Context: an optimization exercise on an open-source flow, tuned for small area, a short achievable clock period and few clock cycles per item. The choices shown serve that exercise and are no tape-out recipe. In this exercise RTL edits were held to simulation tests only and were not proved equivalent to the original.

== red ==
// permutation_unrank_queen_check_core
module permutation_unrank_queen_check_core (
  input  logic        clk,
  input  logic        rst,
  input  logic        cfg_wr_en,
  input  logic [3:0]  cfg_wr_data,
  input  logic        rank_in_valid,
  output logic        rank_in_ready,
  input  logic [15:0] rank_in_perm_rank,
  output logic        result_out_valid,
  input  logic        result_out_ready,
  output logic [23:0] result_out_placement,
  output logic        result_out_is_solution,
  output logic        result_out_rank_out_of_range
);
  logic [7:0]  sel;           
  logic [7:0]  rowv;          
  logic [2:0]  vld;
  logic        en;
  always_ff @(posedge clk) begin
    if (rst) sel <= 8'h80;
    else if (cfg_wr_en) begin
      if (cfg_wr_data[3] || cfg_wr_data[2:0] == 3'd0)
        sel <= cfg_wr_data[3] ? 8'h80 : 8'h01;
      else
        sel <= 8'h01 << (cfg_wr_data[2:0] - 3'd1);
    end
  end
  always_comb begin
    for (int j = 0; j < 8; j++) begin
      rowv[j] = 1'b0;
      for (int i = j; i < 8; i++) rowv[j] = rowv[j] | sel[i];
    end
  end
  assign en            = !vld[2] || result_out_ready;
  assign rank_in_ready = result_out_ready;
  always_ff @(posedge clk) begin
    if (rst) vld <= 3'd0;
    else if (en) vld <= {vld[1:0], rank_in_valid && result_out_ready};
  end
  logic [2:0]  s_q;
  logic        y0_q;          
  logic [5:0]  a15_q;
  logic [6:0]  a9_q;
  logic [2:0]  d7_q;          
  logic        oor0_q;
  always_ff @(posedge clk) begin
    if (en) begin
      logic [15:0] r;
      logic [12:0] y;
  ...
Size in the first run: about 1200 cells after synthesis, ~79 flip-flops, about 7600 um^2 of cells after synthesis.
export LEC_CHECK = 0
export ABC_AREA = 1
export CAP_MARGIN = 20
export CORE_MARGIN = 2
export CORE_UTILIZATION = 40
export CTS_BUF_LIST = sky130_fd_sc_hd__clkbuf_8
export SLEW_MARGIN = 20
create_clock -name core_clock -period 10.0 [get_ports {clk}]
standard.sh (not shown) runs the stock make flow with config.mk's settings and CLKGATE_MAP_FILE= SYNTH_SCRIPT=/design/flow/synth_recipe.tcl, a recipe that flattens the netlist after the stock synthesis.
==> flow/flow/run.sh <==
#!/bin/bash
cd "$(dirname "$0")/.."
export ADDER_MAP_FILE=
export BUFFER_PORTS_ARGS="-buffer_cell sky130_fd_sc_hd__buf_1"
bash standard.sh SETUP_SLACK_MARGIN=5.75 finish > standard.log 2>&1
red: flow completed, timing, DRC and antenna clean
Testbench counts of red, summed over its fixed seeds: cycles 32,024, items 32,000.
--- input diff red..blue ---
--- a/flow/design.v
+++ b/flow/design.v
@@ -190,22 +190,22 @@
       pb[0] = (tb[b][1] && !tb[b][2]) || (tb[b][3] && !tb[b][4]) ||
               (tb[b][5] && !tb[b][6]) || tb[b][7];
       place[3*b +: 3] = pb;
     end
   end
   logic [23:0] out_place;
-  logic [1:0]  out_ca;        
-  logic [1:0]  out_cd;        
+  logic        out_ca;        
+  logic        out_cd;        
   logic        out_oor;
   always_ff @(posedge clk) begin
     if (en) begin
       out_place <= place;
-      out_ca    <= {|dup_a[14:7], |dup_a[6:0]};
-      out_cd    <= {|dup_d[14:7], |dup_d[6:0]};
+      out_ca    <= |dup_a;
+      out_cd    <= |dup_d;
       out_oor   <= oor1_q;
     end
   end
   assign result_out_valid             = vld[2];
   assign result_out_placement         = out_place;
-  assign result_out_is_solution       = !out_oor && out_ca == 2'b00 && out_cd == 2'b00;
+  assign result_out_is_solution       = !out_oor && !out_ca && !out_cd;
   assign result_out_rank_out_of_range = out_oor;
 endmodule
==> comparison <==
The flow did not stop early for blue: all stages ran, and the layout cleared the timing, design-rule and antenna checks. blue packs its core tighter than red. blue vs. red: via density per instance shrank by 0.59%, global routing usage on met2 shrank by 3.3 points. Compared with red, blue shows a routed wire length that is about 1.6% lower. Relative to red, share of the synthesized netlist area taken by xor and xnor gates increased by 0.96 points in blue. NOTE: number of sequential cells in blue falls short of that of red. Against red as the reference, blue delivers a higher placed instance count. Of blue and red, red shows the higher global-route usage, with blue below it.
Testbench counts of blue, summed over its fixed seeds: cycles 32,024, items 32,000.

---

The RTL this note starts from:
==> flow/design.v <==
module permutation_unrank_queen_check_core (
  input  logic        clk,
  input  logic        rst,
  input  logic        cfg_wr_en,
  input  logic [3:0]  cfg_wr_data,
  input  logic        rank_in_valid,
  output logic        rank_in_ready,
  input  logic [15:0] rank_in_perm_rank,
  output logic        result_out_valid,
  input  logic        result_out_ready,
  output logic [23:0] result_out_placement,
  output logic        result_out_is_solution,
  output logic        result_out_rank_out_of_range
);
  logic [7:0]  sel;           
  logic [7:0]  rowv;          
  logic [2:0]  vld;
  logic        en;
  always_ff @(posedge clk) begin
    if (rst) sel <= 8'h80;
    else if (cfg_wr_en) begin
      if (cfg_wr_data[3] || cfg_wr_data[2:0] == 3'd0)
        sel <= cfg_wr_data[3] ? 8'h80 : 8'h01;
      else
        sel <= 8'h01 << (cfg_wr_data[2:0] - 3'd1);
    end
  end
  always_comb begin
    for (int j = 0; j < 8; j++) begin
      rowv[j] = 1'b0;
      for (int i = j; i < 8; i++) rowv[j] = rowv[j] | sel[i];
    end
  end
  assign en            = result_out_ready;
  assign rank_in_ready = result_out_ready;
  always_ff @(posedge clk) begin
    if (rst) vld <= 3'd0;
    else if (en) vld <= {vld[1:0], rank_in_valid};
  end
  logic [2:0]  s_q;
  logic        y0_q;          
  logic [5:0]  a15_q;
  logic [6:0]  a9_q;
  logic [2:0]  d7_q;          
  logic        oor0_q;
  always_ff @(posedge clk) begin
    if (en) begin
      logic [15:0] r;
      logic [12:0] y;
      r = rank_in_perm_rank;
      y = r[15:3];
      s_q    <= r[2:0];
      y0_q   <= y[0];
      a15_q  <= 6'(y[3:0]) + 6'(y[7:4]) + 6'(y[11:8]) + 6'(y[12]);
      a9_q   <= 7'(y[5:0]) + 7'(y[11:6]) + 7'(y[12]);
      d7_q   <= 3'(r >= 16'd5040) + 3'(r >= 16'd10080) + 3'(r >= 16'd15120) +
                3'(r >= 16'd20160) + 3'(r >= 16'd25200) + 3'(r >= 16'd30240) +
                3'(r >= 16'd35280);
      oor0_q <= (sel[0] && r >= 16'd1)    || (sel[1] && r >= 16'd2)    ||
                (sel[2] && r >= 16'd6)    || (sel[3] && r >= 16'd24)   ||
                (sel[4] && r >= 16'd120)  || (sel[5] && r >= 16'd720)  ||
                (sel[6] && r >= 16'd5040) || (sel[7] && r >= 16'd40320);
    end
  end
  logic [16:0] dig_d;         
  logic [16:0] dig_q;
  logic        oor1_q;
  always_comb begin
    logic [4:0] b15; logic [3:0] m;
    logic [6:0] b9; logic [4:0] c9; logic [3:0] y9;
    logic [3:0] b7; logic [2:0] y7; 
    logic [1:0] mm3; logic [4:0] y24;
    logic [1:0] a, ap; logic [1:0] q4m3; logic q4m2;
    logic [4:0] t6; logic [2:0] d5, d6;
    b15 = 5'(a15_q[5:4]) + 5'(a15_q[3:0]);
    m = (b15 >= 5'd15) ? 4'(b15 - 5'd15) : b15[3:0];
    b9 = 7'(a9_q[5:0]) + 7'(a9_q[6]);
    c9 = 5'(b9[2:0]) + 5'd9 - 5'(b9[6:3]);
    y9 = (c9 >= 5'd9) ? 4'(c9 - 5'd9) : c9[3:0];
    b7 = 4'(b9[6:3]) + 4'(b9[2:0]);
    y7 = (b7 >= 4'd14) ? 3'(b7 - 4'd14) : (b7 >= 4'd7) ? 3'(b7 - 4'd7) : b7[2:0];
    case (m)
      4'd0, 4'd3, 4'd6, 4'd9, 4'd12: mm3 = 2'd0;
      4'd1, 4'd4, 4'd7, 4'd10, 4'd13: mm3 = 2'd1;
      default: mm3 = 2'd2;
    endcase
    dig_d[7:5] = (m >= 4'd12) ? 3'd4 : (m >= 4'd9) ? 3'd3 : (m >= 4'd6) ? 3'd2 :
                 (m >= 4'd3) ? 3'd1 : 3'd0;
    y24 = {mm3, s_q};         
    dig_d[0] = s_q[0];
    case (y24)
      5'd0, 5'd1, 5'd6, 5'd7, 5'd12, 5'd13, 5'd18, 5'd19: dig_d[2:1] = 2'd0;
      5'd2, 5'd3, 5'd8, 5'd9, 5'd14, 5'd15, 5'd20, 5'd21: dig_d[2:1] = 2'd1;
      default:                                            dig_d[2:1] = 2'd2;
    endcase
    dig_d[4:3] = (y24 >= 5'd18) ? 2'd3 : (y24 >= 5'd12) ? 2'd2 : (y24 >= 5'd6) ? 2'd1 : 2'd0;
    q4m2 = y0_q ^ m[0];
    a  = (y9 >= 4'd6) ? 2'd2 : (y9 >= 4'd3) ? 2'd1 : 2'd0;
    case (m)
      4'd0, 4'd1, 4'd2, 4'd9, 4'd10, 4'd11: ap = 2'd0;
      4'd3, 4'd4, 4'd5, 4'd12, 4'd13, 4'd14: ap = 2'd1;
      default: ap = 2'd2;
    endcase
    q4m3 = (ap == a) ? 2'd0 : (ap == 2'(a + 2'd1) || (a == 2'd2 && ap == 2'd0)) ? 2'd1 : 2'd2;
    case ({q4m3, q4m2})
      3'b000: d5 = 3'd0;
      3'b011: d5 = 3'd1;
      3'b100: d5 = 3'd2;
      3'b001: d5 = 3'd3;
      3'b010: d5 = 3'd4;
      default: d5 = 3'd5;
    endcase
    t6 = 5'(d5) + 5'(m) + 5'd7 - 5'(y7);
    d6 = (t6 >= 5'd21) ? 3'(t6 - 5'd21) : (t6 >= 5'd14) ? 3'(t6 - 5'd14) :
         (t6 >= 5'd7) ? 3'(t6 - 5'd7) : t6[2:0];
    dig_d[10:8]  = d5;
    dig_d[13:11] = d6;
    dig_d[16:14] = d7_q;
  end
  always_ff @(posedge clk) begin
    if (en) begin
      dig_q  <= dig_d;
      oor1_q <= oor0_q;
    end
  end
  logic [2:0]  dg [0:7];
  logic [7:0]  tb [0:7];      
  logic [7:0]  oh [0:7];      
  logic [14:0] dup_a;        
  logic [14:0] dup_d;        
  logic [23:0] place;
  function automatic logic twice8(input logic [7:0] x);
    logic [3:0] s1, t1;
    logic [1:0] s2, t2;
    for (int i = 0; i < 4; i++) begin
      s1[i] = x[2*i] | x[2*i+1];
      t1[i] = x[2*i] & x[2*i+1];
    end
    for (int i = 0; i < 2; i++) begin
      s2[i] = s1[2*i] | s1[2*i+1];
      t2[i] = t1[2*i] | t1[2*i+1] | (s1[2*i] & s1[2*i+1]);
    end
    twice8 = t2[0] | t2[1] | (s2[0] & s2[1]);
  endfunction
  always_comb begin
    dg[0] = 3'd0;
    dg[1] = {2'd0, dig_q[0]};
    dg[2] = {1'b0, dig_q[2:1]};
    dg[3] = {1'b0, dig_q[4:3]};
    dg[4] = dig_q[7:5];
    dg[5] = dig_q[10:8];
    dg[6] = dig_q[13:11];
    dg[7] = dig_q[16:14];
    for (int b = 0; b < 8; b++) begin
      logic [2:0] cb;
      cb = 3'd0;
      for (int k = 0; k < 8 - b; k++)
        if (sel[k+b]) cb = cb | dg[k];
      for (int t = 0; t < 8; t++)
        tb[b][t] = (t <= 7 - b) && (cb >= 3'(t));
    end
    for (int b = 7; b >= 1; b--) begin
      for (int a = b - 1; a >= 0; a--) begin
        logic [7:0] nt;
        nt = tb[b];
        for (int t = 1; t < 8; t++)
          nt[t] = tb[b][t] | (tb[b][t-1] & !tb[a][t]);
        tb[b] = nt;
      end
    end
    for (int b = 0; b < 8; b++)
      for (int v = 0; v < 8; v++)
        oh[b][v] = rowv[b] && tb[b][v] && (v == 7 || !tb[b][v+1]);
    for (int m = 0; m < 15; m++) begin
      logic [7:0] xa, xd;
      xa = '0;
      xd = '0;
      for (int b = 0; b < 8; b++) begin
        if (m - b >= 0 && m - b < 8) xa[b] = oh[b][m-b];
        if (m - 7 + b >= 0 && m - 7 + b < 8) xd[b] = oh[b][m-7+b];
      end
      dup_a[m] = twice8(xa);
      dup_d[m] = twice8(xd);
    end
    place = '0;
    for (int b = 0; b < 8; b++) begin
      logic [2:0] pb;
      pb[2] = tb[b][4];
      pb[1] = (tb[b][2] && !tb[b][4]) || tb[b][6];
      pb[0] = (tb[b][1] && !tb[b][2]) || (tb[b][3] && !tb[b][4]) ||
              (tb[b][5] && !tb[b][6]) || tb[b][7];
      if (rowv[b] && !oor1_q) place[3*b +: 3] = pb;
    end
  end
  logic [23:0] out_place;
  logic [1:0]  out_ca;        
  logic [1:0]  out_cd;        
  logic        out_oor;
  always_ff @(posedge clk) begin
    if (en) begin
      out_place <= place;
      out_ca    <= {|dup_a[14:7], |dup_a[6:0]};
      out_cd    <= {|dup_d[14:7], |dup_d[6:0]};
      out_oor   <= oor1_q;
    end
  end
  assign result_out_valid             = vld[2];
  assign result_out_placement         = out_place;
  assign result_out_is_solution       = !out_oor && out_ca == 2'b00 && out_cd == 2'b00;
  assign result_out_rank_out_of_range = out_oor;
endmodule
==> flow/config.mk <==
export PLATFORM = sky130hd
export DESIGN_NAME = permutation_unrank_queen_check_core
export DESIGN_NICKNAME = permutation_unrank_queen_check_core
export VERILOG_FILES = /design/flow/design.v
export SDC_FILE = /design/flow/constraint.sdc
export NUM_CORES = 4
export LEC_CHECK = 0
export ABC_AREA = 1
export CAP_MARGIN = 20
export CORE_MARGIN = 2
export CORE_UTILIZATION = 40
export CTS_BUF_LIST = sky130_fd_sc_hd__clkbuf_8
export SLEW_MARGIN = 20
==> flow/constraint.sdc <==
create_clock -name core_clock -period 10.0 [get_ports {clk}]
set_input_delay 2.0000 -clock core_clock [delete_from_list [all_inputs] [get_ports {clk}]]
set_output_delay 2.0000 -clock core_clock [all_outputs]
set_load 0.01 [all_outputs]
==> flow/flow/run.sh <==
#!/bin/bash
cd "$(dirname "$0")/.."
export ADDER_MAP_FILE=
export BUFFER_PORTS_ARGS="-buffer_cell sky130_fd_sc_hd__buf_1"
bash standard.sh SETUP_SLACK_MARGIN=5.6 finish > standard.log 2>&1
Testbench counts at the start, summed over its fixed seeds: cycles 32,024, items 32,000.
Next try:
--- a/flow/design.v
+++ b/flow/design.v
@@ -32,9 +32,9 @@
     end
   end
-  assign en            = result_out_ready;
+  assign en            = !vld[2] || result_out_ready;
   assign rank_in_ready = result_out_ready;
   always_ff @(posedge clk) begin
     if (rst) vld <= 3'd0;
-    else if (en) vld <= {vld[1:0], rank_in_valid};
+    else if (en) vld <= {vld[1:0], rank_in_valid && result_out_ready};
   end
   logic [2:0]  s_q;
The new run passed the timing, design-rule and antenna checks.
Fmax rises by 2.8%.
Clock skew barely changes.
Global-route usage drops by 1.5 points.
Via count climbs by 0.41%.
Final cell count went up by 2.7%.
Non-clock buffer count drops by 2.
Hold slack hardly moves.
Cell area is lower by 0.74%.
Testbench counts after the change, summed over its fixed seeds: cycles 32,024, items 32,000.

-- static timing again, ports no longer ideal --
No port has a modelled driver above. Below, the same layouts with a new extraction and two added sets of constraints. Step 1 sets driving cells, clkbuf_16 on the clock port and buf_2 on the other inputs (assumed; they add their load-dependent delay and slew). Step 2 moves the port delays by t, midway between the first and last clock arrival at a register: inputs arrive t later, outputs are due t later. That takes back most of the time a late clock gives input paths. a / b / c = ideal / step 1 / step 2; a / b = the first two.
run | shift t [ns] | setup WS [ns] | slew at the worst register clock pin (ns) | cell pins on the clock port's net
red | 0.412 | 5.764 / 5.743 / 5.624 | 0.08 / 0.08 | 1
blue | 0.430 | 5.773 / 5.748 / 5.748 | 0.10 / 0.10 | 1
the first run of note 2 | 0.415 | 5.608 / 5.569 / 5.569 | 0.10 / 0.10 | 1
the second run of note 2 | 0.424 | 5.729 / 5.708 / 5.708 | 0.09 / 0.09 | 1
After both steps every run listed still meets setup and hold. The setup slack of red, which loses most, moves by -0.021 ns with the drivers and by -0.140 ns with both steps.
